What follows belongs to an exercise in optimizing a design on an open flow for small area; a production flow would make more cautious choices. The RTL was checked by simulation tests, not by an equivalence proof against the original design. Power and IR drop assume default switching activity. No driver is modelled on the clock port, so clocking that relies on it looks cheaper here than on a real chip.

==> flow/design.v <==
package dcache_pkg;
	localparam int ADDR_WIDTH = 16;
	localparam int DATA_WIDTH = 32;
	localparam int INDEX_WIDTH = 4;
	localparam int OFFSET_WIDTH = 2;
	localparam int LINE_WORDS = 1 << OFFSET_WIDTH;
	localparam int NUM_LINES = 1 << INDEX_WIDTH;
	localparam int TAG_WIDTH = ADDR_WIDTH - INDEX_WIDTH - OFFSET_WIDTH - 2;
	typedef logic [ADDR_WIDTH - 1 : 0] addr_t;
	typedef logic [DATA_WIDTH - 1 : 0] word_t;
	typedef logic [TAG_WIDTH - 1 : 0] tag_t;
	typedef logic [INDEX_WIDTH - 1 : 0] index_t;
	typedef logic [OFFSET_WIDTH - 1 : 0] offset_t;
	typedef logic [LINE_WORDS - 1 : 0] beat_t;
	typedef enum logic [1:0] {
		STATE_READY,
		STATE_FLUSH,
		STATE_WAIT,
		STATE_REFILL
	} dcache_state_t;
endpackage
`timescale 1ns/1ps
module dcache_top (
	input  logic               clk,
	input  logic               rst_n,
	input  logic               i_req_valid,
	input  logic               i_req_write,
	input  dcache_pkg::addr_t  i_req_addr,
	input  dcache_pkg::addr_t  i_req_addr_next,
	input  dcache_pkg::word_t  i_req_wdata,
	output logic               o_resp_valid,
	output dcache_pkg::word_t  o_resp_rdata,
	output logic               o_mem_rd_go,
	output dcache_pkg::addr_t  o_mem_rd_base,
	input  logic               i_mem_rd_done,
	input  logic               i_mem_rd_valid,
	input  dcache_pkg::word_t  i_mem_rd_data,
	output logic               o_mem_wr_go,
	output dcache_pkg::addr_t  o_mem_wr_base,
	input  logic               i_mem_wr_done,
	output logic               o_mem_wr_valid,
	output dcache_pkg::word_t  o_mem_wr_data
);
	localparam int NL = dcache_pkg::NUM_LINES;
	localparam int NW = NL * dcache_pkg::LINE_WORDS;
	localparam logic [1:0] S_READY  = 2'd0;
	localparam logic [1:0] S_FLUSH  = 2'd1;
	localparam logic [1:0] S_WAIT   = 2'd2;
	localparam logic [1:0] S_REFILL = 2'd3;
	logic [1:0] state, next_state;
	logic [1:0] beat;
	logic [NL - 1 : 0] valid_bits, dirty_bits;
	dcache_pkg::tag_t  tags [NL];
	dcache_pkg::word_t words [NW];
	dcache_pkg::tag_t   req_tag;
	dcache_pkg::index_t req_index;
	logic [1:0] req_offset, word_sel;
	logic ready, flush, wait_st, refill;
	logic [NL - 1 : 0] line_hot;
	logic [3:0] word_hot;
	logic [NW - 1 : 0] sel_hot;
	dcache_pkg::tag_t  tag_rdata;
	dcache_pkg::word_t rdata, wdata;
	logic line_valid, line_dirty, match, victim_dirty, hit, miss;
	logic beat_last, word_we, fill, mark_dirty;
	assign {req_tag, req_index, req_offset} = i_req_addr[15:2];
	assign ready   = state == S_READY;
	assign flush   = state == S_FLUSH;
	assign wait_st = state == S_WAIT;
	assign refill  = state == S_REFILL;
	assign word_sel = ready ? req_offset : beat;
	always_comb
	begin
		for (int l = 0; l < NL; l++)
			line_hot[l] = req_index == l;
		for (int w = 0; w < 4; w++)
			word_hot[w] = word_sel == w;
		for (int k = 0; k < NW; k++)
			sel_hot[k] = line_hot[k / 4] & word_hot[k % 4];
	end
	always_comb
	begin
		tag_rdata = '0;
		for (int l = 0; l < NL; l++)
			tag_rdata |= tags[l] & {dcache_pkg::TAG_WIDTH{line_hot[l]}};
		rdata = '0;
		for (int k = 0; k < NW; k++)
			rdata |= words[k] & {dcache_pkg::DATA_WIDTH{sel_hot[k]}};
	end
	assign line_valid = |(valid_bits & line_hot);
	assign line_dirty = |(dirty_bits & line_hot);
	assign match = line_valid & (tag_rdata == req_tag);
	assign victim_dirty = line_valid & line_dirty;
	assign hit = i_req_valid & match & ready;
	assign miss = i_req_valid & ~match & ready;
	assign beat_last = beat == 2'd3;
	always_comb
	begin
		next_state = state;
		unique case (state)
			S_READY:
			begin
				if (miss && victim_dirty && i_mem_wr_done)
					next_state = S_FLUSH;
				else if (miss && !victim_dirty && i_mem_rd_done)
					next_state = S_REFILL;
			end
			S_FLUSH:
				if (beat_last)
					next_state = S_WAIT;
			S_WAIT:
				if (i_mem_wr_done && i_mem_rd_done)
					next_state = S_REFILL;
			S_REFILL:
				if (i_mem_rd_valid && beat_last)
					next_state = S_READY;
		endcase
	end
	always_ff @(posedge clk or negedge rst_n)
	begin
		if (!rst_n)
		begin
			state <= S_READY;
			beat <= '0;
		end
		else
		begin
			state <= next_state;
			if (flush || (refill && i_mem_rd_valid))
				beat <= beat + 2'd1;
		end
	end
	assign mark_dirty = hit & i_req_write;
	assign fill = refill & i_mem_rd_valid & beat_last;
	assign word_we = mark_dirty | (refill & i_mem_rd_valid);
	assign wdata = ready ? i_req_wdata : i_mem_rd_data;
	always_ff @(posedge clk)
	begin
		for (int k = 0; k < NW; k++)
			if (word_we && sel_hot[k])
				words[k] <= wdata;
		for (int l = 0; l < NL; l++)
			if (fill && line_hot[l])
				tags[l] <= req_tag;
	end
	always_ff @(posedge clk or negedge rst_n)
	begin
		if (!rst_n)
			valid_bits <= '0;
		else
			valid_bits <= valid_bits | (line_hot & {NL{fill}});
	end
	always_ff @(posedge clk)
	begin
		for (int l = 0; l < NL; l++)
			if ((fill || mark_dirty) && line_hot[l])
				dirty_bits[l] <= ~fill;
	end
	assign o_resp_valid = hit;
	assign o_resp_rdata = rdata;
	assign o_mem_wr_data = rdata;
	assign o_mem_wr_go = miss & victim_dirty & i_mem_wr_done;
	assign o_mem_wr_base = {tag_rdata, req_index, 4'b0000};
	assign o_mem_wr_valid = flush;
	assign o_mem_rd_go = (miss & ~victim_dirty & i_mem_rd_done)
		| (wait_st & i_mem_wr_done & i_mem_rd_done);
	assign o_mem_rd_base = {req_tag, req_index, 4'b0000};
endmodule
==> flow/run.sh <==
#!/bin/bash
# synth_recipe.tcl (not shown) runs the flow's synth.tcl, then flattens the netlist and writes it again
# the make line also repeats each setting of config.mk as NAME=value (left out here)
make -C /OpenROAD-flow-scripts/flow DESIGN_CONFIG=/design/flow/config.mk WORK_HOME=/design/flow/orfs CLKGATE_MAP_FILE= SYNTH_SCRIPT=/design/flow/synth_recipe.tcl finish
==> flow/config.mk <==
export PLATFORM = sky130hd
export DESIGN_NAME = dcache_top
export DESIGN_NICKNAME = dcache_top
export VERILOG_FILES = /design/flow/design.v
export SDC_FILE = /design/flow/constraint.sdc
export NUM_CORES = 4
export LEC_CHECK = 0
export CAP_MARGIN = 20
export CORE_MARGIN = 2
export CORE_UTILIZATION = 40
export SLEW_MARGIN = 20
==> flow/constraint.sdc <==
create_clock -name core_clock -period 7.5 [get_ports {clk}]
set_input_delay 1.5000 -clock core_clock [delete_from_list [all_inputs] [get_ports {clk}]]
set_output_delay 1.5000 -clock core_clock [all_outputs]
set_load 0.01 [all_outputs]
==> summary.json, run 1 <==
{
  "yosys": {
    "synthFlopType": "edfxtp_1",
    "synth_compound_area_frac": 0.114,
    "sequential_cell_area_fraction_in_the_yosys_report": 0.814,
    "syn_area_um2": 81500,
    "yosys-mux-area-fraction": 0.00865,
    "syn_inst": 4396,
    "yosys.area_share.adder": 0.000921,
    "ys_seq_elements": 2212,
    "xor_xnor_cell_area_share_of_the_yosys_netlist": 0.000645,
    "synth.lib_cells_used.distinct": 77,
    "synthArstFlopShare": 0.00904,
    "syn-mean-instance-area_um2": 18.5,
    "synthesis.yosys.warnings": 3,
    "synth_simple_gate_area_share": 0.0437,
    "synth_enable_flop_cells": 2192,
    "synth_top_family_by_area": "compound AO/OA/AOI/OAI gates"
  },
  "pwr": {
    "worst_ir_drop_vdd_mv": 0.387,
    "leakage_nw": 30.9,
    "power_per_unit_of_standard_cell_area_nw_per_um2": 311,
    "finalPower_mw": 30.3
  },
  "clocking": {
    "cts.hold.buffers_added": 0,
    "clk_pin_slew_ps": 60,
    "post_cts_buffers": 0,
    "buffer_depth_of_the_longest_clock_path": 3,
    "tritoncts.num_buffers": 216,
    "clock_root_cell": "clkbuf_16",
    "cts-resized-gates": 0,
    "cts-htree-levels": 4,
    "tritoncts_clock_tree": "built",
    "cts_sinks": 2212,
    "insertion_delay_ps": 890
  },
  "timing": {
    "slew_headroom": 0.184,
    "timing.final.ws_setup_ps": 157,
    "period_share": 0.979,
    "timing_max_transition_violations_final": 0,
    "finClkSkew_ps": 34.2,
    "timing.final.hold_violations": 0,
    "setup_viol": 0,
    "timing.fmax_mhz": 136,
    "finalCriticalPeriod_ps": 7340,
    "rsz0062_at_grt": "no",
    "max_slew.worst_pin.slew_ps": 1220,
    "tns_ps": 0
  },
  "route": {
    "vias": 54400,
    "post_drt_via_cell_ratio": 6.99,
    "met2WireLength_mm": 150,
    "detail_route.iter0.violations": 12500,
    "post-route-drc-count": 0,
    "routedWlPerCell_um": 44.7,
    "wl_met3_mm": 57.5,
    "drt_pre_antenna_iters": 9,
    "routedLengthMet1_mm": 115,
    "wl_mm": 347,
    "top_signal_layer_used": "met5",
    "drt.antenna.violating_nets": 0
  },
  "setup_path": {
    "reg2regPathDepth": 12,
    "crit_path_end_kind": "output port",
    "worstSetupEndpoint": "o_mem_wr_data[13]",
    "arrival_ps": 5840,
    "worstPathRequired_ps": 6000,
    "end_of_the_worst_register_to_register_path": "words[38][7]$_DFFE_PP_",
    "critPathKind": "in -> out",
    "internal_reg_to_reg_setup_slack_ps": 3200,
    "timing.critical_path.from": "i_req_addr[7]",
    "timing.critical_path.from_type": "input pin",
    "critical_path.max_fanout": 14,
    "r2r_start": "tags[12][7]$_DFFE_PP_"
  },
  "worst_hold_path": {
    "hp-class": "reg -> reg"
  },
  "grt": {
    "overflow_after_grt": 0,
    "initial_antenna_violation_count": 27,
    "globalRouteTotalUtil": 0.329,
    "first_global_vias": 49100,
    "grt_pass1_wl_mm": 452,
    "grt_start_max_net_pins": 65
  },
  "floorplan": {
    "fp.dieArea_um2": 207000,
    "die_w_um": 455,
    "floorplan.initialDensity": 0.403,
    "core_region_area_um2": 202000,
    "die_height_um": 455,
    "placement_rows": 165,
    "design.portCount": 203
  },
  "placement": {
    "numPortBuffers": 176,
    "place.gp.congestion": 0.899,
    "dpl-instance-area_um2": 90600,
    "dp_hpwl_mm": 195,
    "detailedPlace.worstSlack_ps": 239
  },
  "final_layout": {
    "filler_cell_count": 16600,
    "finish.net_count": 5027,
    "drive_above_1_share": 0.184,
    "finalInstanceArea_um2": 97300,
    "multi_input_comb_area_um2": 14700,
    "sequential_cell_area_um2": 66300,
    "final_cell_mix": "edfxtp_1, a22oi_1, buf_4",
    "area.growth.synth_to_final_pct": 19.4,
    "final_common_cell": "edfxtp_1"
  },
  "flow_run": {
    "max-cap-violations": 0
  },
  "status": {
    "status": "finished clean"
  }
}
flip-flops by register name (all words and copies together), names as in the netlist:
register and cells:
beat 2, dirty_bits 16, state 2, tags 128
valid_bits 16, words 2048
how the worst min path moves through the flow:
stage	startpoint	end	slack, ps	depth (start not counted)
floorplan	valid_bits[8]$_DFF_PN0_	valid_bits[8]$_DFF_PN0_	430	1
global placement	valid_bits[6]$_DFF_PN0_	valid_bits[6]$_DFF_PN0_	450	1
CTS	valid_bits[8]$_DFF_PN0_	valid_bits[8]$_DFF_PN0_	470	1
detailed placement	valid_bits[8]$_DFF_PN0_	valid_bits[8]$_DFF_PN0_	450	1
finish	valid_bits[5]$_DFF_PN0_	valid_bits[5]$_DFF_PN0_	470	1
global route	valid_bits[8]$_DFF_PN0_	valid_bits[8]$_DFF_PN0_	470	1
cell type report:
cell class                      instances  area share
Sequential cell                      2212       0.682
Clock buffer                          274      0.0584
Clock inverter                        115     0.00922
Inverter                                9    0.000347
Timing Repair Buffer                  603      0.0647
Multi-Input combinational cell       1876       0.151
Antenna cell                           15    0.000386
Tap cell                             2672      0.0344
logic make-up after synthesis:
kind of cell	Yosys count
AOI/OAI and AO/OA	1157
other	1
muxes	63
xor gates and xnor gates	6
DFF	2212
and+or+nand+nor	636
buffers and inverters	315
adders and majority gates	6
metrics by stage:
stage	hold WS, ps	util	cells
final	465	0.481	7776
after global routing	473	0.481	7763
after CTS	466	0.481	7761
after detailed placement	451	0.448	7372
after global placement	451	0.448	7371
after floorplan	431	-	4403
report_power, final:
part           internal, mW  total, mW  switching (mW)
sequential             14.6       14.7          0.0474
clock                  5.65       10.4            4.72
combinational          1.51       5.28            3.77
total                  21.8       30.3            8.54
synth_stat cells, types with 5 or more instances:
library cell | instances | area share
or2_2 | 19 | 0.0015
a221oi_1 | 263 | 0.028
xnor2_1 | 5 | 0.00054
nor3_1 | 32 | 0.0020
nand4_1 | 121 | 0.0093
or4_1 | 10 | 0.00092
a21oi_1 | 16 | 0.00098
nand3_1 | 77 | 0.0047
buf_2 | 23 | 0.0014
ha_1 | 6 | 0.00092
dfrtp_1 | 20 | 0.0061
nand2_1 | 106 | 0.0049
a22o_1 | 213 | 0.023
nor2_1 | 134 | 0.0062
nor3_2 | 61 | 0.0075
nor2b_1 | 12 | 0.00092
o21ai_0 | 55 | 0.0034
clkbuf_1 | 151 | 0.0070
a22oi_1 | 523 | 0.048
buf_1 | 63 | 0.0029
o2111ai_1 | 10 | 0.0011
nand3b_1 | 6 | 0.00055
a32oi_1 | 8 | 0.00086
buf_6 | 11 | 0.0015
inv_1 | 9 | 0.00041
nand2b_1 | 6 | 0.00046
mux2i_1 | 16 | 0.0020
mux2_2 | 44 | 0.0061
nor4_1 | 21 | 0.0016
o22ai_1 | 7 | 0.00054
buf_4 | 58 | 0.0053
a222oi_1 | 27 | 0.0033
edfxtp_1 | 2192 | 0.81
critical path, cell delays in order:
cell	delay, ps
clkdlybuf4s50_1	610
buf_4	190
nor2_2	110
nand2_1	160
buf_4	360
nor2_4	130
buf_4	300
a221oi_1	610
o2111ai_1	300
nor3_1	730
nand2_1	270
clkdlybuf4s50_1	550
metal layers:
layer | vias to the layer above | track usage
li1 | 19600 | -
met1 | 27400 | 0.423
met2 | 5975 | 0.481
met3 | 1338 | 0.112
met4 | 20 | 0.203
met5 | - | 0
==> run 2, diff against run 1 <==
--- a/flow/design.v
+++ b/flow/design.v
@@ -19,6 +19,41 @@
 		STATE_REFILL
 	} dcache_state_t;
 endpackage
+module dcache_onehot_mux #(
+	parameter int N = 64
+) (
+	input  logic [N - 1 : 0] i_sel,
+	input  logic [N - 1 : 0] i_data,
+	output logic             o_data
+);
+	localparam int G = N / 3;
+	localparam int R = N % 3;
+	logic [G + (R > 0) - 1 : 0] term_n;
+	for (genvar g = 0; g < G; g++)
+	begin : g_term
+		dcache_aoi222 u_aoi (
+			.i_a0 (i_sel[3 * g]),     .i_b0 (i_data[3 * g]),
+			.i_a1 (i_sel[3 * g + 1]), .i_b1 (i_data[3 * g + 1]),
+			.i_a2 (i_sel[3 * g + 2]), .i_b2 (i_data[3 * g + 2]),
+			.o_y  (term_n[g])
+		);
+	end
+	if (R == 1)
+	begin : g_rest1
+		assign term_n[G] = ~(i_sel[N - 1] & i_data[N - 1]);
+	end
+	else if (R == 2)
+	begin : g_rest2
+		assign term_n[G] = ~((i_sel[N - 2] & i_data[N - 2]) | (i_sel[N - 1] & i_data[N - 1]));
+	end
+	assign o_data = ~&term_n;
+endmodule
+module dcache_aoi222 (
+	input  logic i_a0, i_b0, i_a1, i_b1, i_a2, i_b2,
+	output logic o_y
+);
+	assign o_y = ~((i_a0 & i_b0) | (i_a1 & i_b1) | (i_a2 & i_b2));
+endmodule
 `timescale 1ns/1ps
 module dcache_top (
 	input  logic               clk,
@@ -48,7 +83,7 @@
 	localparam logic [1:0] S_WAIT   = 2'd2;
 	localparam logic [1:0] S_REFILL = 2'd3;
 	logic [1:0] state, next_state;
-	logic [1:0] beat;
+	logic [1:0] beat, beat_next;
 	logic [NL - 1 : 0] valid_bits, dirty_bits;
 	dcache_pkg::tag_t  tags [NL];
 	dcache_pkg::word_t words [NW];
@@ -68,32 +103,44 @@
 	assign flush   = state == S_FLUSH;
 	assign wait_st = state == S_WAIT;
 	assign refill  = state == S_REFILL;
-	assign word_sel = ready ? req_offset : beat;
+	always_ff @(posedge clk)
+	begin
+		for (int l = 0; l < NL; l++)
+			line_hot[l] <= i_req_addr_next[7:4] == l;
+	end
+	assign word_sel = (next_state == S_READY) ? i_req_addr_next[3:2] : beat_next;
+	always_ff @(posedge clk)
+	begin
+		for (int w = 0; w < 4; w++)
+			word_hot[w] <= word_sel == w;
+	end
 	always_comb
 	begin
-		for (int l = 0; l < NL; l++)
-			line_hot[l] = req_index == l;
-		for (int w = 0; w < 4; w++)
-			word_hot[w] = word_sel == w;
 		for (int k = 0; k < NW; k++)
 			sel_hot[k] = line_hot[k / 4] & word_hot[k % 4];
 	end
-	always_comb
-	begin
-		tag_rdata = '0;
-		for (int l = 0; l < NL; l++)
-			tag_rdata |= tags[l] & {dcache_pkg::TAG_WIDTH{line_hot[l]}};
-		rdata = '0;
-		for (int k = 0; k < NW; k++)
-			rdata |= words[k] & {dcache_pkg::DATA_WIDTH{sel_hot[k]}};
-	end
-	assign line_valid = |(valid_bits & line_hot);
-	assign line_dirty = |(dirty_bits & line_hot);
+	for (genvar b = 0; b < dcache_pkg::DATA_WIDTH; b++)
+	begin : g_rbit
+		logic [NW - 1 : 0] col;
+		for (genvar k = 0; k < NW; k++)
+			assign col[k] = words[k][b];
+		dcache_onehot_mux #(.N (NW)) u_mux (.i_sel (sel_hot), .i_data (col), .o_data (rdata[b]));
+	end
+	for (genvar b = 0; b < dcache_pkg::TAG_WIDTH; b++)
+	begin : g_tbit
+		logic [NL - 1 : 0] col;
+		for (genvar l = 0; l < NL; l++)
+			assign col[l] = tags[l][b];
+		dcache_onehot_mux #(.N (NL)) u_mux (.i_sel (line_hot), .i_data (col), .o_data (tag_rdata[b]));
+	end
+	dcache_onehot_mux #(.N (NL)) u_valid_mux (.i_sel (line_hot), .i_data (valid_bits), .o_data (line_valid));
+	dcache_onehot_mux #(.N (NL)) u_dirty_mux (.i_sel (line_hot), .i_data (dirty_bits), .o_data (line_dirty));
 	assign match = line_valid & (tag_rdata == req_tag);
 	assign victim_dirty = line_valid & line_dirty;
 	assign hit = i_req_valid & match & ready;
 	assign miss = i_req_valid & ~match & ready;
 	assign beat_last = beat == 2'd3;
+	assign beat_next = beat + 2'(flush || (refill && i_mem_rd_valid));
 	always_comb
 	begin
 		next_state = state;
@@ -126,8 +173,7 @@
 		else
 		begin
 			state <= next_state;
-			if (flush || (refill && i_mem_rd_valid))
-				beat <= beat + 2'd1;
+			beat <= beat_next;
 		end
 	end
 	assign mark_dirty = hit & i_req_write;
==> flow/flow/run.sh (new file) <==
#!/bin/bash
# The standard layout, with single-drive port buffers and a clock tree built
# from larger sink clusters and without dummy balancing loads.
set -euo pipefail
export BUFFER_PORTS_ARGS="-buffer_cell sky130_fd_sc_hd__buf_1"
export CTS_ARGS="-sink_clustering_enable -repair_clock_nets -dont_use_dummy_load -sink_clustering_size 30 -sink_clustering_max_diameter 80"
bash standard.sh > standard.log 2>&1
==> flow/standard.sh (new file) <==
#!/bin/bash
# synth_recipe.tcl (not shown) runs the flow's synth.tcl, then flattens the netlist and writes it again
# the make line also repeats each setting of config.mk as NAME=value (left out here)
make -C /OpenROAD-flow-scripts/flow DESIGN_CONFIG=/design/flow/config.mk WORK_HOME=/design/flow/orfs CLKGATE_MAP_FILE= SYNTH_SCRIPT=/design/flow/synth_recipe.tcl "${@:-finish}"
==> flow/config.mk (replaced) <==
export PLATFORM = sky130hd
export DESIGN_NAME = dcache_top
export DESIGN_NICKNAME = dcache_top
export VERILOG_FILES = /design/flow/design.v
export SDC_FILE = /design/flow/constraint.sdc
export NUM_CORES = 4
export LEC_CHECK = 0
export CAP_MARGIN = 5
export CORE_MARGIN = 2
export CORE_UTILIZATION = 60
export GPL_TIMING_DRIVEN = 0
export SLEW_MARGIN = 5
export SYNTH_HIERARCHICAL = 1
export SYNTH_MINIMUM_KEEP_SIZE = 0
removed: flow/run.sh
==> run 2 against run 1 <==
Net effect: synthesized cell count shrank 17%; register-to-register slack lost 440 ps; total power shrank 25%; worst hold slack gained 15 ps; global-route usage shrank 0.35 points; clock skew grew 49 ps; maximum frequency grew 9.4%; die area shrank 36%.
==> summary.json, run 2 <==
{
  "setup_path": {
    "critical_path.max_fanout": {"value": 18, "change": "+4"},
    "arrival": {"value": 5210, "unit": "ps", "change": "-630 ps"},
    "cpPeakStageDelay": {"value": 1140, "unit": "ps", "change": "+410 ps"},
    "timing.critical_path.from_type": "flop",
    "worstPathRequired": {"value": 6000, "unit": "ps", "change": "about the same"},
    "crit_path_top_delay_cell": "nor4_1",
    "worstPathBufferInverterCount": {"value": 4, "change": "-1"},
    "cp_cell_sequence": "clkbuf_1, and2_2, buf_16, a222oi_1, nand4_1, nor4_1, nand2_1, buf_4, buf_1",
    "critPathKind": "reg -> out",
    "worst_path_dominant_cell_family": "simple AND/OR/NAND/NOR gates",
    "crit_path_end_kind": "output port"
  },
  "yosys": {
    "synth.lib_cells_used.distinct": {"value": 41, "change": "-47%"},
    "syn-mean-instance-area": {"value": 21.5, "unit": "µm²", "change": "+16%"},
    "syn_area": {"value": 78400, "unit": "µm²", "change": "-3.8%"},
    "synth_commonest_cells": "edfxtp_1, a222oi_1, nand4_1",
    "synth_top_area_share": {"value": 0.840, "change": "+0.0321"},
    "synthTopCellsByArea": "edfxtp_1, a222oi_1, nand4_1, and2_1, dfrtp_1",
    "post-synth-top-area-cell": "edfxtp_1",
    "sequential_cell_area_fraction_in_the_yosys_report": {"value": 0.851, "change": "+0.0375"},
    "synth_enable_flop_cells": {"value": 2192, "change": "unchanged"},
    "synthArstFlopShare": {"value": 0.00896, "change": "-0.0000810"},
    "synthFlopType": "edfxtp_1",
    "syn_inst": {"value": 3639, "change": "-17%"},
    "yosys.cell_count.top_type": "edfxtp_1",
    "ys_seq_elements": {"value": 2232, "change": "+0.90%"},
    "synthesis.yosys.warnings": {"value": 9, "change": "+6"}
  },
  "clocking": {
    "post_cts_buffers": {"value": 0, "change": "unchanged"},
    "cts.hold.buffers_added": {"value": 0, "change": "unchanged"},
    "insertion_delay": {"value": 760, "unit": "ps", "change": "-130 ps"},
    "cts-resized-gates": {"value": 0, "change": "unchanged"},
    "cts-htree-levels": {"value": 3, "change": "-1"},
    "buffer_depth_of_the_longest_clock_path": {"value": 3, "change": "unchanged"},
    "clock_root_cell": "clkbuf_16",
    "tritoncts_clock_tree": "built",
    "cts_sinks": {"value": 2232, "change": "+0.90%"},
    "clk_pin_slew": {"value": 110, "unit": "ps", "change": "+50 ps"},
    "tritoncts.num_buffers": {"value": 89, "change": "-59%"}
  },
  "timing": {
    "period_share": {"value": 0.895, "change": "-0.0844"},
    "finalCriticalPeriod": {"value": 6710, "unit": "ps", "change": "-633 ps"},
    "timing_max_transition_violations_final": {"value": 0, "change": "unchanged"},
    "max_slew.worst_pin.slew": {"value": 1400, "unit": "ps", "change": "+174 ps"},
    "rsz0062_at_grt": "no",
    "timing.final.hold_violations": {"value": 0, "change": "unchanged"},
    "setup_viol": {"value": 0, "change": "unchanged"},
    "timing.fmax": {"value": 149, "unit": "MHz", "change": "+9.4%"},
    "tns": {"value": 0, "unit": "ps", "change": "unchanged"},
    "fin_hold_ws": {"value": 481, "unit": "ps", "change": "+15.3 ps"},
    "slew_headroom": {"value": 0.0699, "change": "-0.114"},
    "finClkSkew": {"value": 82.9, "unit": "ps", "change": "+48.7 ps"}
  },
  "final_layout": {
    "final_cell_count_no_fill": {"value": 5741, "change": "-26%"},
    "largest_registers": "words (2048), tags (128)",
    "registers.top_by_ff_count": "words",
    "filler_cell_count": {"value": 8467, "change": "-49%"},
    "fraction_of_the_core_area_covered_by_cells_at_the_end_of_the_flow": {"value": 0.660, "change": "+0.179"},
    "finish.net_count": {"value": 4100, "change": "-18%"},
    "area.growth.synth_to_final_pct": 9.23,
    "final_cell_mix": "edfxtp_1, a222oi_1, buf_1",
    "final_common_cell": "edfxtp_1",
    "drive_above_1_share": {"value": 0.109, "change": "-0.0751"},
    "flip_flop_count_of_the_largest_register_after_layout": {"value": 2048, "change": "unchanged"}
  },
  "floorplan": {
    "fp.dieArea": {"value": 134000, "unit": "µm²", "change": "-36%"},
    "die_height": {"value": 365, "unit": "µm", "change": "-20%"},
    "design.portCount": {"value": 203, "change": "unchanged"},
    "floorplan.initialDensity": {"value": 0.604, "change": "+0.202"},
    "die_w": {"value": 365, "unit": "µm", "change": "-20%"},
    "placement_rows": {"value": 132, "change": "-20%"},
    "core_region_area": {"value": 130000, "unit": "µm²", "change": "-36%"}
  },
  "grt": {
    "first_global_vias": {"value": 40700, "change": "-17%"},
    "grt_pass1_wl": {"value": 300, "unit": "mm", "change": "-34%"},
    "overflow_after_grt": {"value": 0, "change": "unchanged"},
    "grt_start_max_net_pins": {"value": 65, "change": "unchanged"},
    "globalRouteTotalUtil": {"value": 0.325, "change": "-0.00353"},
    "initial_antenna_violation_count": {"value": 12, "change": "-56%"}
  },
  "status": {
    "status": "finished clean"
  },
  "placement": {
    "place.gp.congestion": {"value": 0.832, "change": "-7.5%"},
    "numPortBuffers": {"value": 176, "change": "unchanged"},
    "dpl.cell_count": {"value": 5647, "change": "-23%"},
    "dp_hpwl": {"value": 129, "unit": "mm", "change": "-34%"}
  },
  "route": {
    "wl": {"value": 218, "unit": "mm", "change": "-37%"},
    "detail_route.iter0.violations": {"value": 8957, "change": "-28%"},
    "routedWlPerCell": {"value": 38.0, "unit": "µm", "change": "-15%"},
    "drt.antenna.violating_nets": {"value": 0, "change": "unchanged"},
    "post-route-drc-count": {"value": 0, "change": "unchanged"},
    "vias": {"value": 42200, "change": "-22%"},
    "drt_pre_antenna_iters": {"value": 9, "change": "unchanged"},
    "post_drt_via_cell_ratio": {"value": 7.36, "change": "+5.2%"}
  },
  "pwr": {
    "power_per_unit_of_standard_cell_area": {"value": 265, "unit": "nW/µm²", "change": "-15%"},
    "leakage": {"value": 26.0, "unit": "nW", "change": "-16%"},
    "worst_ir_drop_vdd": {"value": 0.423, "unit": "mV", "change": "+9.2%"}
  },
  "flow_run": {
    "max-cap-violations": {"value": 0, "change": "unchanged"}
  },
  "worst_hold_path": {
    "hp-class": "reg -> reg"
  }
}
## run 2: Yosys stat by module, one instance, submodules excluded, excerpt
module,area [µm²],cells,copies in the design,flip-flops and latches
dcache_aoi222,10.0,1,722,0
dcache_top,69300,2599,1,2232
## run 2: layout make-up
type	instances	area, µm²	share of cell area
sequential	2232	66700	0.780
multi-input combinational	1338	11400	0.133
timing repair buffer	259	2510	0.0293
clock buffer	89	2230	0.0260
tap	1742	2180	0.0255
buffer	71	515	0.00602
inverter	5	18.8	0.000219
antenna	5	12.5	0.000146
## run 2: logic make-up (layout without fill, tap and decap cells)
group,after synthesis,count (layout),share of synthesized area
xor+xnor,9,9,0.00101
other cells,1,13,0.0000479
mux,32,32,0.00460
flops,2232,2232,0.851
buf+inv,76,424,0.00682
fa+ha+maj,1,1,0.000160
compound gates,772,772,0.0974
simple gates,516,516,0.0385
## run 2: per-stage QoR
step | power [mW] | cell area, µm² | setup WS (ps)
after floorplan | 15.8 | 78400 | 3360
after detailed placement | 17.3 | 83300 | 1590
after global placement | 17.2 | 81200 | 678
final | 22.7 | 85600 | 790
after global routing | 23.2 | 85600 | 664
after CTS | 22.7 | 85500 | 800
## run 2: worst paths after layout
kind                                         start                 endpoint  slack, ps  cells after the start
min in group asynchronous                    rst_n  valid_bits[1]$_DFF_PN0_        730                      1
max in group asynchronous                    rst_n  valid_bits[7]$_DFF_PN0_       6300                      1
min reg2reg                valid_bits[7]$_DFF_PN0_  valid_bits[7]$_DFF_PN0_        480                      1
min                        valid_bits[7]$_DFF_PN0_  valid_bits[7]$_DFF_PN0_        480                      1
max                            word_hot[3]$_DFF_P_         o_resp_rdata[20]        790                      9
max reg2reg                    line_hot[0]$_DFF_P_  words[55][31]$_DFFE_PP_       2760                      8
## run 2: per-layer routing
| layer | GRT usage | wire, µm | share of wire | up-vias |
|---|---|---|---|---|
| met2 | 0.518 | 103000 | 0.47 | 2864 |
| met3 | 0.0658 | 28200 | 0.13 | 308 |
| met5 | 0 | 63 | 0.00029 | - |
| met1 | 0.459 | 79200 | 0.36 | 21800 |
| li1 | - | - | - | 17300 |
| met4 | 0.105 | 7950 | 0.036 | 8 |
## run 2: where the power goes
part	total [mW]	leakage, nW	switching [mW]	internal [mW]
sequential	14.4	20.1	0.100	14.3
clock	5.57	1.10	3.44	2.14
combinational	2.71	4.76	2.05	0.661
==> run 3, diff against run 2 <==
==> flow/flow/run.sh (replaced) <==
#!/bin/bash
# The standard layout, with single-drive port buffers and a clock tree built
# from larger sink clusters and without dummy balancing loads.
set -euo pipefail
export BUFFER_PORTS_ARGS="-buffer_cell sky130_fd_sc_hd__buf_1"
export CTS_ARGS="-sink_clustering_enable -repair_clock_nets -dont_use_dummy_load -sink_clustering_size 30 -sink_clustering_max_diameter 100"
bash standard.sh > standard.log 2>&1
--- a/flow/config.mk
+++ b/flow/config.mk
@@ -7,8 +7,7 @@
 export LEC_CHECK = 0
 export CAP_MARGIN = 5
 export CORE_MARGIN = 2
-export CORE_UTILIZATION = 60
-export GPL_TIMING_DRIVEN = 0
+export CORE_UTILIZATION = 70
 export SLEW_MARGIN = 5
 export SYNTH_HIERARCHICAL = 1
 export SYNTH_MINIMUM_KEEP_SIZE = 0
==> run 3 against run 2 <==
Net effect: synthesized area is the same; first-iteration DRC count grew 2.4%; combinational power shrank 9.2%; clock-buffer cell count shrank 5; final cell count shrank 5.2%; utilization grew 9.3 points; sequential cell count is the same; worst hold slack gained 1.3 ps; die area shrank 14%; sequential power is essentially flat; total power shrank 1.8%; sequential share of layout area grew 2.0 points.
==> summary.json, run 3 <==
{
  "yosys": {
    "syn-mean-instance-area": {"value": 21.5, "unit": "µm²", "change": "unchanged"},
    "synthTopCellsByArea": "edfxtp_1, a222oi_1, nand4_1, and2_1, dfrtp_1",
    "synth_commonest_cells": "edfxtp_1, a222oi_1, nand4_1",
    "synth_top_area_share": {"value": 0.840, "change": "unchanged"},
    "sequential_cell_area_fraction_in_the_yosys_report": {"value": 0.851, "change": "unchanged"},
    "synthArstFlopShare": {"value": 0.00896, "change": "unchanged"},
    "syn_inst": {"value": 3639, "change": "unchanged"},
    "yosys.cell_count.top_type": "edfxtp_1",
    "synth_enable_flop_cells": {"value": 2192, "change": "unchanged"},
    "synth.lib_cells_used.distinct": {"value": 41, "change": "unchanged"},
    "ys_seq_elements": {"value": 2232, "change": "unchanged"},
    "post-synth-top-area-cell": "edfxtp_1",
    "synthesis.yosys.warnings": {"value": 9, "change": "unchanged"},
    "syn_area": {"value": 78400, "unit": "µm²", "change": "unchanged"},
    "synthFlopType": "edfxtp_1"
  },
  "route": {
    "detail_route.iter0.violations": {"value": 9175, "change": "+2.4%"},
    "wl": {"value": 204, "unit": "mm", "change": "-6.7%"},
    "post_drt_via_cell_ratio": {"value": 7.76, "change": "+5.5%"},
    "post-route-drc-count": {"value": 0, "change": "unchanged"},
    "vias": {"value": 42300, "change": "+0.033%"},
    "routedWlPerCell": {"value": 37.5, "unit": "µm", "change": "-1.5%"},
    "drt.antenna.violating_nets": {"value": 0, "change": "unchanged"},
    "drt_pre_antenna_iters": {"value": 10, "change": "+1"}
  },
  "setup_path": {
    "crit_path_end_kind": "output port",
    "arrival": {"value": 4720, "unit": "ps", "change": "-490 ps"},
    "crit_path_top_delay_cell": "nor4_1",
    "cp_cell_sequence": "and2_1, buf_4, a222oi_1, nand4_1, nor4_1, nand2_1, buf_1",
    "cpPeakStageDelay": {"value": 1050, "unit": "ps", "change": "-90 ps"},
    "timing.critical_path.from_type": "flop",
    "critPathKind": "reg -> out",
    "critical_path.max_fanout": {"value": 32, "change": "+14"},
    "worstPathRequired": {"value": 6000, "unit": "ps", "change": "about the same"}
  },
  "final_layout": {
    "registers.top_by_ff_count": "words",
    "finalInstanceArea": {"value": 83500, "unit": "µm²", "change": "-2.5%"},
    "final_cell_count_no_fill": {"value": 5442, "change": "-5.2%"},
    "area.growth.synth_to_final_pct": 6.53,
    "flip_flop_count_of_the_largest_register_after_layout": {"value": 2048, "change": "unchanged"},
    "final_common_cell": "edfxtp_1",
    "final_cell_mix": "edfxtp_1, a222oi_1, buf_1",
    "filler_cell_count": {"value": 6160, "change": "-27%"},
    "fraction_of_the_core_area_covered_by_cells_at_the_end_of_the_flow": {"value": 0.753, "change": "+0.0931"},
    "finish.net_count": {"value": 4056, "change": "-1.1%"},
    "drive_above_1_share": {"value": 0.0863, "change": "-0.0223"},
    "largest_registers": "words (2048), tags (128)"
  },
  "clocking": {
    "post_cts_buffers": {"value": 0, "change": "unchanged"},
    "clk_pin_slew": {"value": 110, "unit": "ps", "change": "about the same"},
    "buffer_depth_of_the_longest_clock_path": {"value": 3, "change": "unchanged"},
    "tritoncts.num_buffers": {"value": 84, "change": "-5.6%"},
    "cts_sinks": {"value": 2232, "change": "unchanged"},
    "clock_root_cell": "clkbuf_16",
    "cts.hold.buffers_added": {"value": 0, "change": "unchanged"},
    "cts-resized-gates": {"value": 0, "change": "unchanged"},
    "insertion_delay": {"value": 700, "unit": "ps", "change": "-60 ps"},
    "cts-htree-levels": {"value": 3, "change": "unchanged"},
    "tritoncts_clock_tree": "built"
  },
  "floorplan": {
    "core_region_area": {"value": 111000, "unit": "µm²", "change": "-15%"},
    "die_height": {"value": 339, "unit": "µm", "change": "-7.3%"},
    "floorplan.initialDensity": {"value": 0.707, "change": "+0.103"},
    "design.portCount": {"value": 203, "change": "unchanged"},
    "die_w": {"value": 339, "unit": "µm", "change": "-7.3%"},
    "fp.dieArea": {"value": 115000, "unit": "µm²", "change": "-14%"},
    "placement_rows": {"value": 122, "change": "-7.6%"}
  },
  "pwr": {
    "finalPower": {"value": 22.3, "unit": "mW", "change": "-1.8%"},
    "leakage": {"value": 25.3, "unit": "nW", "change": "-2.6%"},
    "power_per_unit_of_standard_cell_area": {"value": 267, "unit": "nW/µm²", "change": "+0.64%"},
    "worst_ir_drop_vdd": {"value": 0.270, "unit": "mV", "change": "-36%"}
  },
  "placement": {
    "dpl.cell_count": {"value": 5354, "change": "-5.2%"},
    "dp_hpwl": {"value": 112, "unit": "mm", "change": "-13%"},
    "dpl-instance-area": {"value": 81400, "unit": "µm²", "change": "-2.3%"},
    "place.gp.congestion": {"value": 0.886, "change": "+6.5%"},
    "numPortBuffers": {"value": 168, "change": "-4.5%"}
  },
  "grt": {
    "grt_start_max_net_pins": {"value": 65, "change": "unchanged"},
    "grt_pass1_wl": {"value": 285, "unit": "mm", "change": "-4.7%"},
    "initial_antenna_violation_count": {"value": 11, "change": "-1"},
    "globalRouteTotalUtil": {"value": 0.353, "change": "+0.0275"},
    "overflow_after_grt": {"value": 0, "change": "unchanged"},
    "first_global_vias": {"value": 40700, "change": "+0.069%"}
  },
  "worst_hold_path": {
    "hp-class": "reg -> reg"
  },
  "timing": {
    "finClkSkew": {"value": 42.4, "unit": "ps", "change": "-40.5 ps"},
    "period_share": {"value": 0.829, "change": "-0.0653"},
    "max_slew.worst_pin.slew": {"value": 1230, "unit": "ps", "change": "-167 ps"},
    "rsz0062_at_grt": "no",
    "finalCriticalPeriod": {"value": 6220, "unit": "ps", "change": "-489 ps"},
    "timing_max_transition_violations_final": {"value": 0, "change": "unchanged"},
    "setup_viol": {"value": 0, "change": "unchanged"},
    "timing.fmax": {"value": 161, "unit": "MHz", "change": "+7.9%"},
    "slew_headroom": {"value": 0.180, "change": "+0.110"},
    "tns": {"value": 0, "unit": "ps", "change": "unchanged"},
    "timing.final.hold_violations": {"value": 0, "change": "unchanged"}
  },
  "flow_run": {
    "max-cap-violations": {"value": 0, "change": "unchanged"}
  },
  "status": {
    "status": "finished clean"
  }
}
## run 3: path summary, 6_finish.rpt
path / slack (ps) / from / endpoint / cells past startpoint
worst max-delay path: 1280 / word_hot[3]$_DFF_P_ / o_resp_rdata[21] / 7
worst min register to register: 480 / valid_bits[13]$_DFF_PN0_ / valid_bits[13]$_DFF_PN0_ / 1
worst min-delay path: 480 / valid_bits[13]$_DFF_PN0_ / valid_bits[13]$_DFF_PN0_ / 1
max in group asynchronous: 6360 / rst_n / valid_bits[2]$_DFF_PN0_ / 1
worst max register to register: 2360 / line_hot[9]$_DFF_P_ / words[33][23]$_DFFE_PP_ / 8
min in group asynchronous: 770 / rst_n / valid_bits[11]$_DFF_PN0_ / 1
## run 3: report_power, final
group          switching, mW  total, mW  internal (mW)
clock                   3.36       5.39           2.03
combinational           1.95       2.46          0.507
sequential             0.126       14.4           14.3
## run 3: routing by layer
layer | global-route usage | wire length [µm]
met1 | 0.494 | 69700
met2 | 0.552 | 95500
met3 | 0.0902 | 30400
met4 | 0.124 | 8160
met5 | 0 | 82
## run 3: metrics by stage
step / hold slack (ps) / worst slack, ps
4_1_cts: 478 / 1490
2_1_floorplan: 438 / 3360
3_5_place_dp: 453 / 2260
5_1_grt: 496 / 1170
6_report: 482 / 1280
3_3_place_gp: 451 / 2320
## run 3: final cells by class
cell class              count  area, µm²  area share
repair buffers            291       1560      0.0186
well taps                1488       1860      0.0223
diodes                      4       10.0    0.000120
clock buffers              84       2100      0.0252
multi-input cells        1338      11200       0.134
flip-flops and latches   2232      66700       0.799
inverters                   5       18.8    0.000225
## run 3: cells by family (layout without fill, tap and decap cells)
group / Yosys count / in the layout / synth area share
AOI/OAI and AO/OA: 772 / 772 / 0.0974
xor gates and xnor gates: 9 / 9 / 0.00101
adders and majority gates: 1 / 1 / 0.000160
buffers and inverters: 76 / 380 / 0.00682
DFF: 2232 / 2232 / 0.851
muxes: 32 / 32 / 0.00460
other: 1 / 12 / 0.0000479
and+or+nand+nor: 516 / 516 / 0.0385
## run 3: worst max-delay path: cells and delay by family, from the launching register on
kind	cells	cell delay (ps)
compound gates	1	450
buf+inv	2	510
flops	1	700
simple gates	4	2340
## run 3: per-module statistics from Yosys (local to each module, per instance), a selection
module         cells  area, µm²  flops+latches
dcache_aoi222      1       10.0              0
dcache_top      2599      69300           2232
==> run 4, diff against run 3 <==
--- a/flow/design.v
+++ b/flow/design.v
@@ -91,6 +91,8 @@
 	dcache_pkg::index_t req_index;
 	logic [1:0] req_offset, word_sel;
 	logic ready, flush, wait_st, refill;
+	dcache_pkg::index_t line_r;
+	logic [1:0] word_r;
 	logic [NL - 1 : 0] line_hot;
 	logic [3:0] word_hot;
 	logic [NW - 1 : 0] sel_hot;
@@ -104,18 +106,16 @@
 	assign wait_st = state == S_WAIT;
 	assign refill  = state == S_REFILL;
 	always_ff @(posedge clk)
+		line_r <= i_req_addr_next[7:4];
+	assign word_sel = (next_state == S_READY) ? i_req_addr_next[3:2] : beat_next;
+	always_ff @(posedge clk)
+		word_r <= word_sel;
+	always_comb
 	begin
 		for (int l = 0; l < NL; l++)
-			line_hot[l] <= i_req_addr_next[7:4] == l;
-	end
-	assign word_sel = (next_state == S_READY) ? i_req_addr_next[3:2] : beat_next;
-	always_ff @(posedge clk)
-	begin
+			line_hot[l] = line_r == l;
 		for (int w = 0; w < 4; w++)
-			word_hot[w] <= word_sel == w;
-	end
-	always_comb
-	begin
+			word_hot[w] = word_r == w;
 		for (int k = 0; k < NW; k++)
 			sel_hot[k] = line_hot[k / 4] & word_hot[k % 4];
 	end
==> run 4 against run 3 <==
Net effect: still clean on timing, DRC and antenna; worst hold slack got worse by 2.9 ps; sequential cell count fell by 14; worst setup slack got worse by 190 ps; die area fell by 0.62%; maximum frequency fell by 2.9%; first-iteration DRC count rose by 0.34%; critical path type unchanged; highest routed layer unchanged.
==> summary.json, run 4 <==
{
  "yosys": {
    "ys_seq_elements": {"value": 2218, "change": "-0.63%"},
    "post-synth-top-area-cell": "edfxtp_1",
    "yosys.area_share.adder": {"value": 0.000161, "change": "+0.00000100"},
    "xor_xnor_cell_area_share_of_the_yosys_netlist": {"value": 0.00101, "change": "+0.00000630"},
    "synth_top_area_share": {"value": 0.845, "change": "+0.00526"},
    "syn_area": {"value": 77900, "unit": "µm²", "change": "-0.62%"},
    "synth_top_family_by_area": "compound AO/OA/AOI/OAI gates",
    "synth.lib_cells_used.distinct": {"value": 43, "change": "+4.9%"},
    "sequential_cell_area_fraction_in_the_yosys_report": {"value": 0.853, "change": "+0.00174"},
    "synthFlopType": "edfxtp_1",
    "yosys.cell_count.top_type": "edfxtp_1",
    "synth_compound_area_frac": {"value": 0.0977, "change": "+0.000257"},
    "synth_commonest_cells": "edfxtp_1, a222oi_1, nand4_1",
    "syn_inst": {"value": 3649, "change": "+0.27%"},
    "syn-mean-instance-area": {"value": 21.3, "unit": "µm²", "change": "-0.90%"},
    "synthTopCellsByArea": "edfxtp_1, a222oi_1, nand4_1, dfrtp_1, nor2_1",
    "synthesis.yosys.warnings": {"value": 9, "change": "unchanged"},
    "synthArstFlopShare": {"value": 0.00902, "change": "+0.0000566"},
    "yosys-mux-area-fraction": {"value": 0.00492, "change": "+0.000318"},
    "synth_simple_gate_area_share": {"value": 0.0345, "change": "-0.00397"},
    "synth_enable_flop_cells": {"value": 2192, "change": "unchanged"}
  },
  "timing": {
    "timing_max_transition_violations_final": {"value": 0, "change": "unchanged"},
    "slew_headroom": {"value": 0.0941, "change": "-0.0859"},
    "period_share": {"value": 0.854, "change": "+0.0248"},
    "tns": {"value": 0, "unit": "ps", "change": "unchanged"},
    "rsz0062_at_grt": "no",
    "max_slew.worst_pin.slew": {"value": 1360, "unit": "ps", "change": "+127 ps"},
    "finalCriticalPeriod": {"value": 6410, "unit": "ps", "change": "+186 ps"},
    "fin_hold_ws": {"value": 479, "unit": "ps", "change": "-2.91 ps"},
    "finClkSkew": {"value": 65.8, "unit": "ps", "change": "+23.4 ps"},
    "timing.fmax": {"value": 156, "unit": "MHz", "change": "-2.9%"},
    "timing.final.hold_violations": {"value": 0, "change": "unchanged"},
    "setup_viol": {"value": 0, "change": "unchanged"}
  },
  "setup_path": {
    "r2r_start": "line_r[3]$_DFF_P_",
    "internal_reg_to_reg_setup_slack": {"value": 1520, "unit": "ps", "change": "-840 ps"},
    "critical_path.max_fanout": {"value": 23, "change": "-28%"},
    "timing.critical_path.from": "line_r[3]$_DFF_P_",
    "worstSetupEndpoint": "o_mem_wr_data[24]",
    "crit_path_end_kind": "output port",
    "arrival": {"value": 4910, "unit": "ps", "change": "+190 ps"},
    "worstPathRequired": {"value": 6000, "unit": "ps", "change": "about the same"},
    "critPathKind": "reg -> out",
    "timing.critical_path.from_type": "flop",
    "end_of_the_worst_register_to_register_path": "words[12][8]$_DFFE_PP_",
    "reg2regPathDepth": {"value": 13, "change": "+5"}
  },
  "grt": {
    "initial_antenna_violation_count": {"value": 14, "change": "+3"},
    "globalRouteTotalUtil": {"value": 0.352, "change": "-0.000666"},
    "grt_start_max_net_pins": {"value": 65, "change": "unchanged"},
    "overflow_after_grt": {"value": 0, "change": "unchanged"},
    "grt_pass1_wl": {"value": 279, "unit": "mm", "change": "-2.2%"},
    "first_global_vias": {"value": 40100, "change": "-1.6%"}
  },
  "clocking": {
    "cts-resized-gates": {"value": 0, "change": "unchanged"},
    "insertion_delay": {"value": 730, "unit": "ps", "change": "+30 ps"},
    "clock_root_cell": "clkbuf_16",
    "cts-htree-levels": {"value": 3, "change": "unchanged"},
    "clk_pin_slew": {"value": 110, "unit": "ps", "change": "about the same"},
    "tritoncts_clock_tree": "built",
    "cts.hold.buffers_added": {"value": 0, "change": "unchanged"},
    "post_cts_buffers": {"value": 0, "change": "unchanged"},
    "tritoncts.num_buffers": {"value": 83, "change": "-1.2%"},
    "cts_sinks": {"value": 2218, "change": "-0.63%"},
    "buffer_depth_of_the_longest_clock_path": {"value": 3, "change": "unchanged"}
  },
  "placement": {
    "numPortBuffers": {"value": 168, "change": "unchanged"},
    "place.gp.congestion": {"value": 0.896, "change": "+1.1%"},
    "dp_hpwl": {"value": 116, "unit": "mm", "change": "+3.1%"}
  },
  "floorplan": {
    "core_region_area": {"value": 111000, "unit": "µm²", "change": "-0.28%"},
    "floorplan.initialDensity": {"value": 0.705, "change": "-0.00246"},
    "die_height": {"value": 338, "unit": "µm", "change": "-0.31%"},
    "placement_rows": {"value": 122, "change": "unchanged"},
    "fp.dieArea": {"value": 114000, "unit": "µm²", "change": "-0.62%"},
    "design.portCount": {"value": 203, "change": "unchanged"},
    "die_w": {"value": 338, "unit": "µm", "change": "-0.31%"}
  },
  "pwr": {
    "pwr-share-comb": {"value": 0.130, "change": "+0.020"},
    "power.share.switching": {"value": 0.254, "change": "+0.00950"},
    "worst_ir_drop_vdd": {"value": 0.317, "unit": "mV", "change": "+17%"},
    "switchingPower": {"value": 5.73, "unit": "mW", "change": "+5.4%"},
    "share_seq_of_total_power": {"value": 0.634, "change": "-0.014"},
    "cellInternalPower": {"value": 16.9, "unit": "mW", "change": "+0.19%"},
    "power.clock.fraction": {"value": 0.236, "change": "-0.006"},
    "leakage": {"value": 25.0, "unit": "nW", "change": "-1.4%"},
    "power_per_unit_of_standard_cell_area": {"value": 271, "unit": "nW/µm²", "change": "+1.5%"}
  },
  "final_layout": {
    "flip_flop_count_of_the_largest_register_after_layout": {"value": 2048, "change": "unchanged"},
    "registers.top_by_ff_count": "words",
    "final_cell_mix": "edfxtp_1, a222oi_1, buf_1",
    "final_common_cell": "edfxtp_1",
    "drive_above_1_share": {"value": 0.105, "change": "+0.0186"},
    "finish.net_count": {"value": 4051, "change": "-0.12%"},
    "largest_registers": "words (2048), tags (128)",
    "area.growth.synth_to_final_pct": 7.14
  },
  "route": {
    "routedLengthMet1": {"value": 69.0, "unit": "mm", "change": "-1.1%"},
    "wl_met3": {"value": 28.0, "unit": "mm", "change": "-7.9%"},
    "top_signal_layer_used": "met5",
    "drt_pre_antenna_iters": {"value": 11, "change": "+1"},
    "detail_route.iter0.violations": {"value": 9206, "change": "+0.34%"},
    "routedWlPerCell": {"value": 37.0, "unit": "µm", "change": "-1.3%"},
    "post_drt_via_cell_ratio": {"value": 7.68, "change": "-1.1%"},
    "drt.antenna.violating_nets": {"value": 0, "change": "unchanged"},
    "vias": {"value": 41800, "change": "-1.2%"},
    "met2WireLength": {"value": 95.4, "unit": "mm", "change": "-0.16%"},
    "post-route-drc-count": {"value": 0, "change": "unchanged"},
    "wl": {"value": 201, "unit": "mm", "change": "-1.5%"}
  },
  "worst_hold_path": {
    "startpoint_of_the_worst_hold_path": "valid_bits[10]$_DFF_PN0_",
    "hp-class": "reg -> reg"
  },
  "status": {
    "status": "finished clean"
  },
  "flow_run": {
    "max-cap-violations": {"value": 0, "change": "unchanged"}
  }
}
-- run 4: cell count changes in the layout (fill, tap and decap cells not counted), moves of 11 or more --
cell     previous run  this run
and2_1             81         2
nor2_1             14        28
and2_2             64         0
inv_1               5        16
nor2_4              1        73
nor2_2              0        63
dfxtp_1            20         6
-- run 4: critical path: stages (launching register included) --
cell and delay [ps]:
dfxtp_1 390, nor2b_1 200, nand3_1 700, nor2_2 320, buf_4 360, a222oi_1 330, nand4_1 530, nor4_1 790
nand2_1 350, buf_1 220
-- run 4: modules after synthesis, one instance, submodules excluded, excerpt --
module         cell area, µm²  flip-flops and latches
dcache_top              68800                    2218
dcache_aoi222            10.0                       0
-- run 4: logic make-up (layout without fill, tap and decap cells) --
kind of cell / after synthesis / count (layout)
other: 1 / 11
DFF: 2218 / 2218
AOI/OAI and AO/OA: 766 / 766
xor gates and xnor gates: 9 / 9
muxes: 34 / 34
and+or+nand+nor: 513 / 513
buffers and inverters: 107 / 396
adders and majority gates: 1 / 1
-- run 4: power groups by stage --
stage / logic (mW) / registers, mW / clock network (mW)
final: 2.93 / 14.3 / 5.34
after floorplan: 1.49 / 14.6 / 0
after global placement: 2.79 / 14.6 / 0
after detailed placement: 2.89 / 14.6 / 0
after CTS: 2.89 / 14.3 / 5.33
after global routing: 3.03 / 14.3 / 5.74
-- run 4: layer usage --
metal / vias to the layer above / GRT usage
li1: 17100 / -
met1: 21100 / 0.484
met2: 3121 / 0.553
met3: 396 / 0.0879
met4: 10 / 0.143
met5: - / 0
-- run 4: worst min path at each step --
stage                               endpoint  slack, ps  depth (start not counted)
floorplan            valid_bits[0]$_DFF_PN0_        440                          1
global placement     valid_bits[3]$_DFF_PN0_        450                          1
detailed placement   valid_bits[3]$_DFF_PN0_        450                          1
CTS                 valid_bits[13]$_DFF_PN0_        480                          1
global route         valid_bits[6]$_DFF_PN0_        490                          1
finish              valid_bits[10]$_DFF_PN0_        480                          1
-- run 4: layout make-up --
class                   count  area, µm²
repair buffers            297       1600
inverters                  16       60.1
multi-input cells        1331      11400
well taps                1488       1860
diodes                      3       7.51
fillers                  6099      27100
flip-flops and latches   2218      66400
clock buffers              83       2080
-- run 4: stage by stage --
step / std cells / util / area, µm² / power [mW] / setup WS [ps]
6_report: 5436 / 0.755 / 83400 / 22.6 / 1090
5_1_grt: 5433 / 0.755 / 83400 / 23.1 / 992
4_1_cts: 5433 / 0.755 / 83400 / 22.5 / 1200
3_5_place_dp: 5350 / 0.736 / 81400 / 17.5 / 1660
3_3_place_gp: 5350 / 0.736 / 81400 / 17.4 / 1950
2_1_floorplan: 3656 / - / 77900 / 16.1 / 2720
==> run 5, diff against run 4 <==
--- a/flow/design.v
+++ b/flow/design.v
@@ -54,6 +54,13 @@
 );
 	assign o_y = ~((i_a0 & i_b0) | (i_a1 & i_b1) | (i_a2 & i_b2));
 endmodule
+module dcache_and2 (
+	input  logic i_a,
+	input  logic i_b,
+	output logic o_y
+);
+	assign o_y = i_a & i_b;
+endmodule
 `timescale 1ns/1ps
 module dcache_top (
 	input  logic               clk,
@@ -95,7 +102,7 @@
 	logic [1:0] word_r;
 	logic [NL - 1 : 0] line_hot;
 	logic [3:0] word_hot;
-	logic [NW - 1 : 0] sel_hot;
+	logic [NW - 1 : 0] sel_hot, word_de;
 	dcache_pkg::tag_t  tag_rdata;
 	dcache_pkg::word_t rdata, wdata;
 	logic line_valid, line_dirty, match, victim_dirty, hit, miss;
@@ -116,8 +123,11 @@
 			line_hot[l] = line_r == l;
 		for (int w = 0; w < 4; w++)
 			word_hot[w] = word_r == w;
-		for (int k = 0; k < NW; k++)
-			sel_hot[k] = line_hot[k / 4] & word_hot[k % 4];
+	end
+	for (genvar k = 0; k < NW; k++)
+	begin : g_word
+		dcache_and2 u_sel (.i_a (line_hot[k / 4]), .i_b (word_hot[k % 4]), .o_y (sel_hot[k]));
+		dcache_and2 u_we (.i_a (word_we), .i_b (sel_hot[k]), .o_y (word_de[k]));
 	end
 	for (genvar b = 0; b < dcache_pkg::DATA_WIDTH; b++)
 	begin : g_rbit
@@ -183,7 +193,7 @@
 	always_ff @(posedge clk)
 	begin
 		for (int k = 0; k < NW; k++)
-			if (word_we && sel_hot[k])
+			if (word_de[k])
 				words[k] <= wdata;
 		for (int l = 0; l < NL; l++)
 			if (fill && line_hot[l])
==> run 5 against run 4 <==
Net effect: still clean; global-route usage rose by 0.47 points; maximum frequency decreased by 6.5%; sequential cell count did not move; utilization shrank 0.15 points; clock skew down 28 ps; critical endpoint is now o_resp_rdata[28]; worst setup slack got worse by 450 ps; first-iteration DRC count rose by 1.7%; via count is 0.36% higher; clock power about the same; highest routed layer unchanged; critical path depth up 1; non-clock buffer count is 30 higher.
==> summary.json, run 5 <==
{
  "timing": {
    "rsz0062_at_grt": "no",
    "setup_viol": {"value": 0, "change": "unchanged"},
    "tns": {"value": 0, "unit": "ps", "change": "unchanged"},
    "finClkSkew": {"value": 38.2, "unit": "ps", "change": "-27.6 ps"},
    "timing.final.ws_setup": {"value": 647, "unit": "ps", "change": "-446 ps"},
    "timing.fmax": {"value": 146, "unit": "MHz", "change": "-6.5%"},
    "finalCriticalPeriod": {"value": 6850, "unit": "ps", "change": "+446 ps"},
    "slew_headroom": {"value": 0.0372, "change": "-0.0569"},
    "timing_max_transition_violations_final": {"value": 0, "change": "unchanged"},
    "fin_hold_ws": {"value": 480, "unit": "ps", "change": "+0.432 ps"},
    "timing.final.hold_violations": {"value": 0, "change": "unchanged"},
    "max_slew.worst_pin.slew": {"value": 1440, "unit": "ps", "change": "+82.0 ps"},
    "period_share": {"value": 0.914, "change": "+0.0595"}
  },
  "clocking": {
    "clk_pin_slew": {"value": 110, "unit": "ps", "change": "about the same"},
    "tritoncts.num_buffers": {"value": 83, "change": "unchanged"},
    "buffer_depth_of_the_longest_clock_path": {"value": 3, "change": "unchanged"},
    "insertion_delay": {"value": 720, "unit": "ps", "change": "about the same"},
    "cts-resized-gates": {"value": 0, "change": "unchanged"},
    "tritoncts_clock_tree": "built",
    "cts-htree-levels": {"value": 3, "change": "unchanged"},
    "cts.hold.buffers_added": {"value": 0, "change": "unchanged"},
    "cts_sinks": {"value": 2218, "change": "unchanged"},
    "clock_root_cell": "clkbuf_16",
    "post_cts_buffers": {"value": 0, "change": "unchanged"}
  },
  "placement": {
    "place.gp.congestion": {"value": 0.852, "change": "-4.9%"},
    "detailedPlace.worstSlack": {"value": 1430, "unit": "ps", "change": "-227 ps"},
    "numPortBuffers": {"value": 168, "change": "unchanged"},
    "dp_hpwl": {"value": 117, "unit": "mm", "change": "+1.5%"}
  },
  "yosys": {
    "synthTopCellsByArea": "edfxtp_1, a222oi_1, nand4_1, and2_1, dfrtp_1",
    "ys_seq_elements": {"value": 2218, "change": "unchanged"},
    "synthArstFlopShare": {"value": 0.00902, "change": "unchanged"},
    "synthesis.yosys.warnings": {"value": 9, "change": "unchanged"},
    "synth_top_area_share": {"value": 0.846, "change": "about the same"},
    "post-synth-top-area-cell": "edfxtp_1",
    "synth.lib_cells_used.distinct": {"value": 41, "change": "-4.7%"},
    "sequential_cell_area_fraction_in_the_yosys_report": {"value": 0.853, "change": "about the same"},
    "synth_commonest_cells": "edfxtp_1, a222oi_1, nand4_1",
    "synthFlopType": "edfxtp_1",
    "syn_area": {"value": 77800, "unit": "µm²", "change": "about the same"},
    "synth_enable_flop_cells": {"value": 2192, "change": "unchanged"},
    "syn-mean-instance-area": {"value": 21.5, "unit": "µm²", "change": "+0.85%"},
    "syn_inst": {"value": 3617, "change": "-0.88%"},
    "yosys.cell_count.top_type": "edfxtp_1"
  },
  "grt": {
    "initial_antenna_violation_count": {"value": 11, "change": "-3"},
    "overflow_after_grt": {"value": 0, "change": "unchanged"},
    "first_global_vias": {"value": 40100, "change": "+0.13%"},
    "grt_pass1_wl": {"value": 283, "unit": "mm", "change": "+1.4%"},
    "globalRouteTotalUtil": {"value": 0.357, "change": "+0.00470"},
    "grt_start_max_net_pins": {"value": 65, "change": "unchanged"}
  },
  "setup_path": {
    "worstSetupEndpoint": "o_resp_rdata[28]",
    "reg2regPathDepth": {"value": 14, "change": "+1"},
    "critical_path.max_fanout": {"value": 16, "change": "-30%"},
    "internal_reg_to_reg_setup_slack": {"value": 1340, "unit": "ps", "change": "-180 ps"},
    "end_of_the_worst_register_to_register_path": "words[0][24]$_DFFE_PP_",
    "worstPathRequired": {"value": 6000, "unit": "ps", "change": "about the same"},
    "cpPeakStageDelay": {"value": 1230, "unit": "ps", "change": "+440 ps"},
    "worstPathBufferInverterCount": {"value": 3, "change": "+1"},
    "arrival": {"value": 5350, "unit": "ps", "change": "+440 ps"},
    "crit_path_top_delay_cell": "nor4_1",
    "crit_path_end_kind": "output port",
    "timing.critical_path.from": "line_r[1]$_DFF_P_",
    "r2r_start": "line_r[0]$_DFF_P_",
    "critPathKind": "reg -> out",
    "cp_cell_sequence": "nor2b_1, nand3_1, inv_1, and2_1, buf_4, a222oi_1, nand4_1, nor4_1, nand2_1, buf_1",
    "timing.critical_path.from_type": "flop",
    "levels_on_crit_path": {"value": 10, "change": "+1"},
    "worst_path_dominant_cell_family": "simple AND/OR/NAND/NOR gates"
  },
  "flow_run": {
    "max-cap-violations": {"value": 0, "change": "unchanged"}
  },
  "final_layout": {
    "final_cell_mix": "edfxtp_1, a222oi_1, buf_1",
    "multi_input_comb_area": {"value": 11000, "unit": "µm²", "change": "-3.4%"},
    "area.growth.synth_to_final_pct": 6.97,
    "finish.net_count": {"value": 4078, "change": "+0.67%"},
    "largest_registers": "words (2048), tags (128)",
    "final_common_cell": "edfxtp_1",
    "sequential_cell_area": {"value": 66400, "unit": "µm²", "change": "unchanged"},
    "filler_cell_count": {"value": 6114, "change": "+0.25%"},
    "flip_flop_count_of_the_largest_register_after_layout": {"value": 2048, "change": "unchanged"},
    "drive_above_1_share": {"value": 0.0853, "change": "-0.0196"},
    "registers.top_by_ff_count": "words"
  },
  "floorplan": {
    "fp.dieArea": {"value": 114000, "unit": "µm²", "change": "about the same"},
    "die_w": {"value": 337, "unit": "µm", "change": "about the same"},
    "floorplan.initialDensity": {"value": 0.704, "change": "about the same"},
    "die_height": {"value": 337, "unit": "µm", "change": "about the same"},
    "design.portCount": {"value": 203, "change": "unchanged"},
    "core_region_area": {"value": 111000, "unit": "µm²", "change": "unchanged"},
    "placement_rows": {"value": 122, "change": "unchanged"}
  },
  "route": {
    "vias": {"value": 41900, "change": "+0.36%"},
    "post-route-drc-count": {"value": 0, "change": "unchanged"},
    "detail_route.iter0.violations": {"value": 9363, "change": "+1.7%"},
    "drt.antenna.violating_nets": {"value": 0, "change": "unchanged"},
    "post_drt_via_cell_ratio": {"value": 7.67, "change": "-0.12%"},
    "wl": {"value": 203, "unit": "mm", "change": "+0.94%"},
    "drt_pre_antenna_iters": {"value": 9, "change": "-2"},
    "routedWlPerCell": {"value": 37.1, "unit": "µm", "change": "+0.46%"}
  },
  "pwr": {
    "power_per_unit_of_standard_cell_area": {"value": 274, "unit": "nW/µm²", "change": "+1.2%"},
    "leakage": {"value": 25.4, "unit": "nW", "change": "+1.8%"},
    "worst_ir_drop_vdd": {"value": 0.352, "unit": "mV", "change": "+11%"}
  },
  "worst_hold_path": {
    "hp-class": "reg -> reg",
    "holdPathStages": {"value": 1, "change": "unchanged"}
  },
  "status": {
    "status": "finished clean"
  }
}
run 5: worst min-delay path by stage:
stage	startpoint	endpoint	slack, ps
finish	valid_bits[13]$_DFF_PN0_	valid_bits[13]$_DFF_PN0_	480
global route	valid_bits[2]$_DFF_PN0_	valid_bits[2]$_DFF_PN0_	490
CTS	valid_bits[13]$_DFF_PN0_	valid_bits[13]$_DFF_PN0_	480
detailed placement	valid_bits[13]$_DFF_PN0_	valid_bits[13]$_DFF_PN0_	450
global placement	valid_bits[6]$_DFF_PN0_	valid_bits[6]$_DFF_PN0_	450
floorplan	valid_bits[0]$_DFF_PN0_	valid_bits[0]$_DFF_PN0_	430
run 5: per-stage QoR:
step / std cells / instance area (µm²) / util / power [mW]
after floorplan: 3624 / 77900 / - / 16.1
after global placement: 5377 / 81200 / 0.735 / 17.6
after detailed placement: 5377 / 81200 / 0.735 / 17.7
after CTS: 5460 / 83300 / 0.753 / 22.8
after global routing: 5460 / 83300 / 0.753 / 23.3
final: 5462 / 83300 / 0.754 / 22.8
run 5: worst register-to-register path: stages, from the launching register on:
cell	delay, ps
dfxtp_1	490
nor2b_1	340
nand2_1	140
inv_1	640
a222oi_1	290
and3_1	270
nand4_1	150
xnor2_1	150
nand4_1	250
nor3_2	350
nand3_1	140
nand2_2	720
buf_4	470
and2_1	1020
buf_4	410
run 5: cell type report:
type,count,area share
multi-input combinational,1326,0.132
timing repair buffer,327,0.0219
sequential,2218,0.798
antenna,2,0.0000601
tap,1488,0.0224
clock buffer,83,0.0249
inverter,18,0.000811
run 5: routing by layer:
layer / up-vias / part of all wire / track usage
met5: - / 0.00035 / 0
li1: 17200 / - / -
met3: 367 / 0.13 / 0.0663
met1: 21200 / 0.34 / 0.500
met2: 3199 / 0.47 / 0.563
met4: 12 / 0.047 / 0.156
run 5: Yosys stat by module (local to each module, per instance), a selection:
module         times used  cell area [µm²]  flops+latches  cells inside
dcache_aoi222         722             10.0              0             1
dcache_and2           128             6.26              0             1
dcache_top              1            68000           2218          2449
run 5: cell families after synthesis:
logic type	count (synthesis)	synth area share
flip-flops	2218	0.853
AO/OA/AOI/OAI	762	0.0967
AND/OR/NAND/NOR	512	0.0369
buffers and inverters	80	0.00673
multiplexers	34	0.00492
XOR/XNOR	9	0.00101
adder cells (fa/ha/maj)	1	0.000161
other	1	0.0000482
run 5: where the power goes:
group / leakage, nW / internal (mW) / switching (mW)
registers: 20.0 / 14.3 / 0.0741
clock network: 1.02 / 2.00 / 3.33
logic: 4.35 / 0.656 / 2.40
total: 25.4 / 17.0 / 5.81

==> what the ideal ports hide <==
In the flow no input, the clock included, has a driving cell. The finished layouts below were timed again as built, in two steps.
Step 1, drivers: a clkbuf_16 drives clk and a buf_2 each remaining input, both assumed.
Step 2 moves the port delays by t, midway between the first and last clock arrival at a register: inputs arrive t later, outputs are due t later. That takes back most of the time a late clock gives input paths.
a / b / c = ideal / step 1 / step 2; a / b = the first two.
run | shift t [ns] | setup slack, ns | hold WS [ns] | worst setup path after step 2 | worst data-port slew with drivers (ns)
run 1 | 0.958 | 0.157 / 0.131 / 0.131 | 0.465 / 0.465 / 0.465 | input to output | 0.04
run 2 | 0.794 | 0.790 / 0.711 / 1.505 | 0.481 / 0.481 / 0.481 | register to output | 0.05
run 3 | 0.768 | 1.279 / 1.198 / 1.966 | 0.482 / 0.482 / 0.482 | register to output | 0.13
run 4 | 0.766 | 1.093 / 1.021 / 1.524 | 0.479 / 0.479 / 0.479 | register to register | 0.13
run 5 | 0.774 | 0.647 / 0.569 / 1.341 | 0.480 / 0.480 / 0.480 | register to register | 0.11
After both steps setup and hold are still met in every run listed. For run 1, which loses most, drivers alone change the setup slack by -0.026 ns; drivers and shift together by -0.026 ns.
